Source: an optimization exercise on an open RTL-to-GDS flow (aim: small area). Production flows keep margins and buffers that such runs may drop.
Where RTL was checked, it was by simulation tests only, not by an equivalence proof against the original.

==> module cpuTop, before the edit <==
module cpuTop (
	input logic clock,
	input logic reset,
	input logic [15:0] memReadData,
	output logic [15:0] memAddr,
	output logic [15:0] memWriteData,
	output logic memWe,
	output logic fetchStrobe
);
	localparam int flagCarry = 0;
	localparam int flagLow = 1;
	localparam int flagFlag = 2;
	localparam int flagZero = 3;
	localparam int flagNeg = 4;
	logic [3:0] phase;
	logic ex1;  
	logic ex2;  
	logic [255:0] rf;  
	logic [15:0] ir;
	logic [15:0] pcq;  
	logic [15:0] tq;  
	logic [4:0] psr;
	logic carry;  
	logic incCarry;  
	logic fEq;  
	logic fLt;  
	wire first = phase == 4'd0;
	wire last = phase == 4'd15;
	wire [15:0] inst = (ex1 && first) ? memReadData : ir;
	wire [3:0] op = inst[15:12];
	wire [3:0] ext = inst[7:4];
	wire [3:0] rdIndex = inst[11:8];
	wire [3:0] rsIndex = inst[3:0];
	wire [3:0] cond = inst[11:8];
	wire opR = op == 4'h0;
	wire opS = op == 4'h4;
	wire isAnd = (opR && ext == 4'h1) || op == 4'h1;
	wire isOr = (opR && ext == 4'h2) || op == 4'h2;
	wire isXor = (opR && ext == 4'h3) || op == 4'h3;
	wire isMov = (opR && ext == 4'hD) || op == 4'hD;
	wire isAdd = (opR && ext == 4'h5) || op == 4'h5;
	wire isCmp = (opR && ext == 4'hB) || op == 4'hB;
	wire isSub = (opR && ext == 4'h9) || op == 4'h9 || isCmp;
	wire isLui = op == 4'hF;
	wire isLsh = (opR && ext == 4'h4) || op == 4'h8;
	wire isBcc = op == 4'hC;
	wire isLoad = opS && ext == 4'h0;
	wire isStor = opS && ext == 4'h4;
	wire isJal = opS && ext == 4'h8;
	wire isJcc = opS && ext == 4'hC;
	wire isLong = isLoad || isStor || isLsh;
	wire setsFlags = isAdd || isSub;
	wire aluWrites = isAnd || isOr || isXor || isMov || isAdd || (isSub && !isCmp) || isLui;
	logic [15:0] lsb;
	always_comb
		for (int r = 0; r < 16; r++)
			lsb[r] = rf[16 * r];
	wire rsBit = lsb[rsIndex];
	wire rdBit = lsb[rdIndex];
	wire immLow = inst[phase[2:0]];
	wire immSigned8 = op == 4'h5 || op == 4'h9 || op == 4'hB || op == 4'hC;
	wire immShift = op == 4'h8;
	logic immBit;
	always_comb begin
		if (phase[3])
			immBit = immSigned8 ? inst[7] : (immShift && inst[3]);
		else if (immShift && phase[2])
			immBit = inst[3];
		else
			immBit = immLow;
	end
	wire bBit = opR ? rsBit : immBit;
	wire aBit = isBcc ? pcq[0] : rdBit;
	wire bEff = bBit ^ isSub;
	wire cin = first ? isSub : carry;
	wire sum = aBit ^ bEff ^ cin;
	wire cout = (aBit & bEff) | (aBit & cin) | (bEff & cin);
	logic aluBit;
	always_comb begin
		if (isAnd)
			aluBit = aBit & bBit;
		else if (isOr)
			aluBit = aBit | bBit;
		else if (isXor)
			aluBit = aBit ^ bBit;
		else if (isMov)
			aluBit = bBit;
		else if (isLui)
			aluBit = phase[3] ? immLow : aBit;
		else
			aluBit = sum;
	end
	wire incSrc = ex2 ? rdBit : pcq[0];
	wire incIn = first | incCarry;
	wire incBit = incSrc ^ incIn;
	wire eqIn = first | fEq;
	wire ltIn = !first & fLt;
	wire differ = aBit ^ bBit;
	logic [4:0] newFlags;
	always_comb begin
		newFlags[flagCarry] = cout ^ isSub;
		newFlags[flagLow] = differ ? aBit : ltIn;
		newFlags[flagFlag] = (aBit == bEff) && (sum != aBit);
		newFlags[flagZero] = eqIn && !differ;
		newFlags[flagNeg] = differ ? bBit : ltIn;
	end
	logic condBase;
	always_comb begin
		case (cond[3:1])
			3'd0: condBase = psr[flagZero];
			3'd1: condBase = psr[flagCarry];
			3'd2: condBase = psr[flagLow];
			3'd3: condBase = psr[flagNeg];
			3'd4: condBase = psr[flagFlag];
			3'd5: condBase = !(psr[flagLow] || psr[flagZero]);
			3'd6: condBase = !(psr[flagNeg] || psr[flagZero]);
			default: condBase = 1'b1;
		endcase
	end
	wire condTrue = condBase ^ cond[0];
	wire [3:0] shAmount = ir[3:0];
	logic [15:0] tapByAmount;
	always_comb
		for (int k = 0; k < 16; k++)
			tapByAmount[k] = tq[(16 - k) % 16];
	wire shLow = phase >= shAmount;
	wire shBit = tapByAmount[shAmount] && (fEq ? shLow : (fLt && !shLow));
	logic rfWe;
	logic rfBit;
	always_comb begin
		rfWe = 1'b0;
		rfBit = aluBit;
		if (ex1) begin
			rfWe = aluWrites || isJal || isLong;
			if (isLong)
				rfBit = pcq[0];
			else if (isJal)
				rfBit = incBit;
		end
		else if (ex2) begin
			rfWe = 1'b1;
			if (isLoad)
				rfBit = first ? memReadData[0] : tq[0];
			else if (isStor)
				rfBit = tq[0];
			else
				rfBit = shBit;
		end
	end
	logic pcBit;
	always_comb begin
		pcBit = incBit;
		if (!ex1 && !ex2)
			pcBit = 1'b0;
		else if (ex1) begin
			if (isLsh)
				pcBit = bBit;
			else if (isLoad || isStor || isJal)
				pcBit = rsBit;
			else if (isJcc && condTrue)
				pcBit = rsBit;
			else if (isBcc && condTrue)
				pcBit = sum;
		end
	end
	wire tBit = ex1 ? rdBit : tq[0];
	wire loadData = ex2 && first && isLoad;
	always_ff @(posedge clock) begin
		for (int r = 0; r < 16; r++)
			rf[16 * r +: 16] <= {(rfWe && rdIndex == 4'(r)) ? rfBit : rf[16 * r],
				rf[16 * r + 1 +: 15]};
		pcq <= {pcBit, pcq[15:1]};
		tq <= {tBit, loadData ? memReadData[15:1] : tq[15:1]};
		ir <= inst;
		if (ex1 && last && isLsh)
			ir[3:0] <= pcq[4:1];  
		carry <= cout;
		incCarry <= incSrc & incIn;
		if (ex1) begin
			if (isLsh) begin
				fEq <= (phase < 4'd4) || (fEq && !bBit);
				fLt <= (phase < 4'd4) || (fLt && bBit);
			end
			else begin
				fEq <= eqIn && !differ;
				fLt <= differ ? aBit : ltIn;
			end
		end
	end
	always_ff @(posedge clock) begin
		if (!reset) begin
			phase <= 4'd0;
			ex1 <= 1'b0;
			ex2 <= 1'b0;
			psr <= '0;
		end
		else begin
			phase <= phase + 4'd1;
			if (last) begin
				ex1 <= !ex1 || !isLong;
				ex2 <= ex1 && isLong;
			end
			if (ex1 && last && setsFlags)
				psr <= newFlags;
		end
	end
	assign memAddr = {pcBit, pcq[15:1]};
	assign memWriteData = {tBit, tq[15:1]};
	assign memWe = ex1 && last && isStor;
	assign fetchStrobe = !(ex1 && isLoad);
endmodule
export LEC_CHECK = 0
export ABC_AREA = 1
export CAP_MARGIN = 0
export CORE_MARGIN = 2
export CORE_UTILIZATION = 60
export SLEW_MARGIN = 0
create_clock -name core_clock -period 10.0 [get_ports {clock}]
standard.sh (not shown) runs the stock make flow with config.mk's settings and CLKGATE_MAP_FILE= SYNTH_SCRIPT=/design/flow/synth_recipe.tcl, a recipe that flattens the netlist after the stock synthesis.
==> flow/flow/run.sh <==
#!/bin/bash
# The standard layout (standard.sh) with three changes:
# - synthesis maps with an area-only ABC script (flow/abc_area.script, in a
#   copy of the ORFS scripts folder); the rest of synthesis is unchanged,
#   so the registers and their names are the standard synthesis's;
# - the port buffers are buf_1;
# - clock tree synthesis inserts no dummy loads and uses clkbuf_4 clusters.
# Each tool's output goes to the ORFS logs under orfs/logs; make's own
# output goes to standard.log.
set -euo pipefail
here=$(pwd)
rm -rf "$here/scripts"
cp -r "$FLOW_HOME/scripts" "$here/scripts"
cp "$here/flow/abc_area.script" "$here/scripts/abc_area.script"
export BUFFER_PORTS_ARGS="-buffer_cell sky130_fd_sc_hd__buf_1"
export CTS_ARGS="-sink_clustering_enable -repair_clock_nets -dont_use_dummy_load -buf_list sky130_fd_sc_hd__clkbuf_4 -sink_clustering_size 10 -sink_clustering_max_diameter 40"
bash standard.sh SCRIPTS_DIR="$here/scripts" finish > standard.log 2>&1
==> flow/flow/abc_area.script <==
strash
dch -f
amap
==> next run, changes <==
--- a/flow/design.v
+++ b/flow/design.v
@@ -24,5 +24,4 @@
 	logic [4:0] psr;
 	logic carry;  
-	logic incCarry;  
 	logic fEq;  
 	logic fLt;  
@@ -73,9 +72,13 @@
 	end
 	wire bBit = opR ? rsBit : immBit;
-	wire aBit = isBcc ? pcq[0] : rdBit;
+	wire aBit = rdBit;
 	wire bEff = bBit ^ isSub;
-	wire cin = first ? isSub : carry;
-	wire sum = aBit ^ bEff ^ cin;
-	wire cout = (aBit & bEff) | (aBit & cin) | (bEff & cin);
+	logic condTrue;
+	wire taken = isBcc && condTrue;
+	wire addA = (ex2 && !isLong) ? pcq[0] : rdBit;
+	wire addB = ex2 ? (taken && immBit) : bEff;
+	wire cin = first ? (ex2 ? !taken : isSub) : carry;
+	wire sum = addA ^ addB ^ cin;
+	wire cout = (addA & addB) | (addA & cin) | (addB & cin);
 	logic aluBit;
 	always_comb begin
@@ -93,7 +96,4 @@
 			aluBit = sum;
 	end
-	wire incSrc = ex2 ? rdBit : pcq[0];
-	wire incIn = first | incCarry;
-	wire incBit = incSrc ^ incIn;
 	wire eqIn = first | fEq;
 	wire ltIn = !first & fLt;
@@ -120,5 +120,5 @@
 		endcase
 	end
-	wire condTrue = condBase ^ cond[0];
+	assign condTrue = condBase ^ cond[0];
 	wire [3:0] shAmount = ir[3:0];
 	logic [15:0] tapByAmount;
@@ -134,23 +134,23 @@
 		rfBit = aluBit;
 		if (ex1) begin
-			rfWe = aluWrites || isJal || isLong;
+			rfWe = aluWrites || isLong;
 			if (isLong)
 				rfBit = pcq[0];
-			else if (isJal)
-				rfBit = incBit;
 		end
 		else if (ex2) begin
-			rfWe = 1'b1;
+			rfWe = isLong || isJal;
 			if (isLoad)
 				rfBit = first ? memReadData[0] : tq[0];
 			else if (isStor)
 				rfBit = tq[0];
+			else if (isLsh)
+				rfBit = shBit;
 			else
-				rfBit = shBit;
+				rfBit = sum;  
 		end
 	end
 	logic pcBit;
 	always_comb begin
-		pcBit = incBit;
+		pcBit = sum;
 		if (!ex1 && !ex2)
 			pcBit = 1'b0;
@@ -158,11 +158,11 @@
 			if (isLsh)
 				pcBit = bBit;
-			else if (isLoad || isStor || isJal)
+			else if (isLoad || isStor)
 				pcBit = rsBit;
-			else if (isJcc && condTrue)
-				pcBit = rsBit;
-			else if (isBcc && condTrue)
-				pcBit = sum;
-		end
+			else
+				pcBit = pcq[0];
+		end
+		else if (isJal || (isJcc && condTrue))
+			pcBit = rsBit;
 	end
 	wire tBit = ex1 ? rdBit : tq[0];
@@ -178,5 +178,4 @@
 			ir[3:0] <= pcq[4:1];  
 		carry <= cout;
-		incCarry <= incSrc & incIn;
 		if (ex1) begin
 			if (isLsh) begin
@@ -200,6 +199,6 @@
 			phase <= phase + 4'd1;
 			if (last) begin
-				ex1 <= !ex1 || !isLong;
-				ex2 <= ex1 && isLong;
+				ex1 <= !ex1;
+				ex2 <= ex1;
 			end
 			if (ex1 && last && setsFlags)
@@ -210,5 +209,5 @@
 	assign memWriteData = {tBit, tq[15:1]};
 	assign memWe = ex1 && last && isStor;
-	assign fetchStrobe = !(ex1 && isLoad);
+	assign fetchStrobe = last && !ex1;  
 endmodule
 `default_nettype wire
Effect: The changed run finished with timing, DRC and antenna clean. Synthesized cell count drops by 0.42%. Sequential share of layout area went up by 0.34 points. Register-to-register slack is worse by 0.14 ns. Die area falls by 0.71%. Critical path depth decreases by 3. Worst setup slack gets worse by 0.047 ns. Routed wire length increases by 0.57%. Final cell count is lower by 0.42%.
No functional check of the RTL was part of the second run of this note.

[what the ideal ports hide]
No port has a modelled driver above. Below, the same layouts with a new extraction and two added sets of constraints.
Step 1 (the two cells are an assumption about what drives the block):
set clk [get_ports {clock}]
set_driving_cell -lib_cell sky130_fd_sc_hd__clkbuf_16 $clk
set_driving_cell -lib_cell sky130_fd_sc_hd__buf_2 [delete_from_list [all_inputs] $clk]
Step 2 moves the port delays by t, midway between the first and last clock arrival at a register: inputs arrive t later, outputs are due t later. That takes back most of the time a late clock gives input paths.
Slacks: no drivers / after step 1 / after step 2; pairs: no drivers / after step 1.
run | t, ns | slack for setup (ns) | worst setup path at the end | worst register clock-pin slew, ns | worst data-port slew with drivers (ns)
the first run | 0.616 | 0.773 / 0.735 / 1.350 | register to output | 0.10 / 0.10 | 0.03
the second run | 0.611 | 0.726 / 0.692 / 1.303 | register to output | 0.11 / 0.11 | 0.03
After both steps every run listed still meets setup and hold.
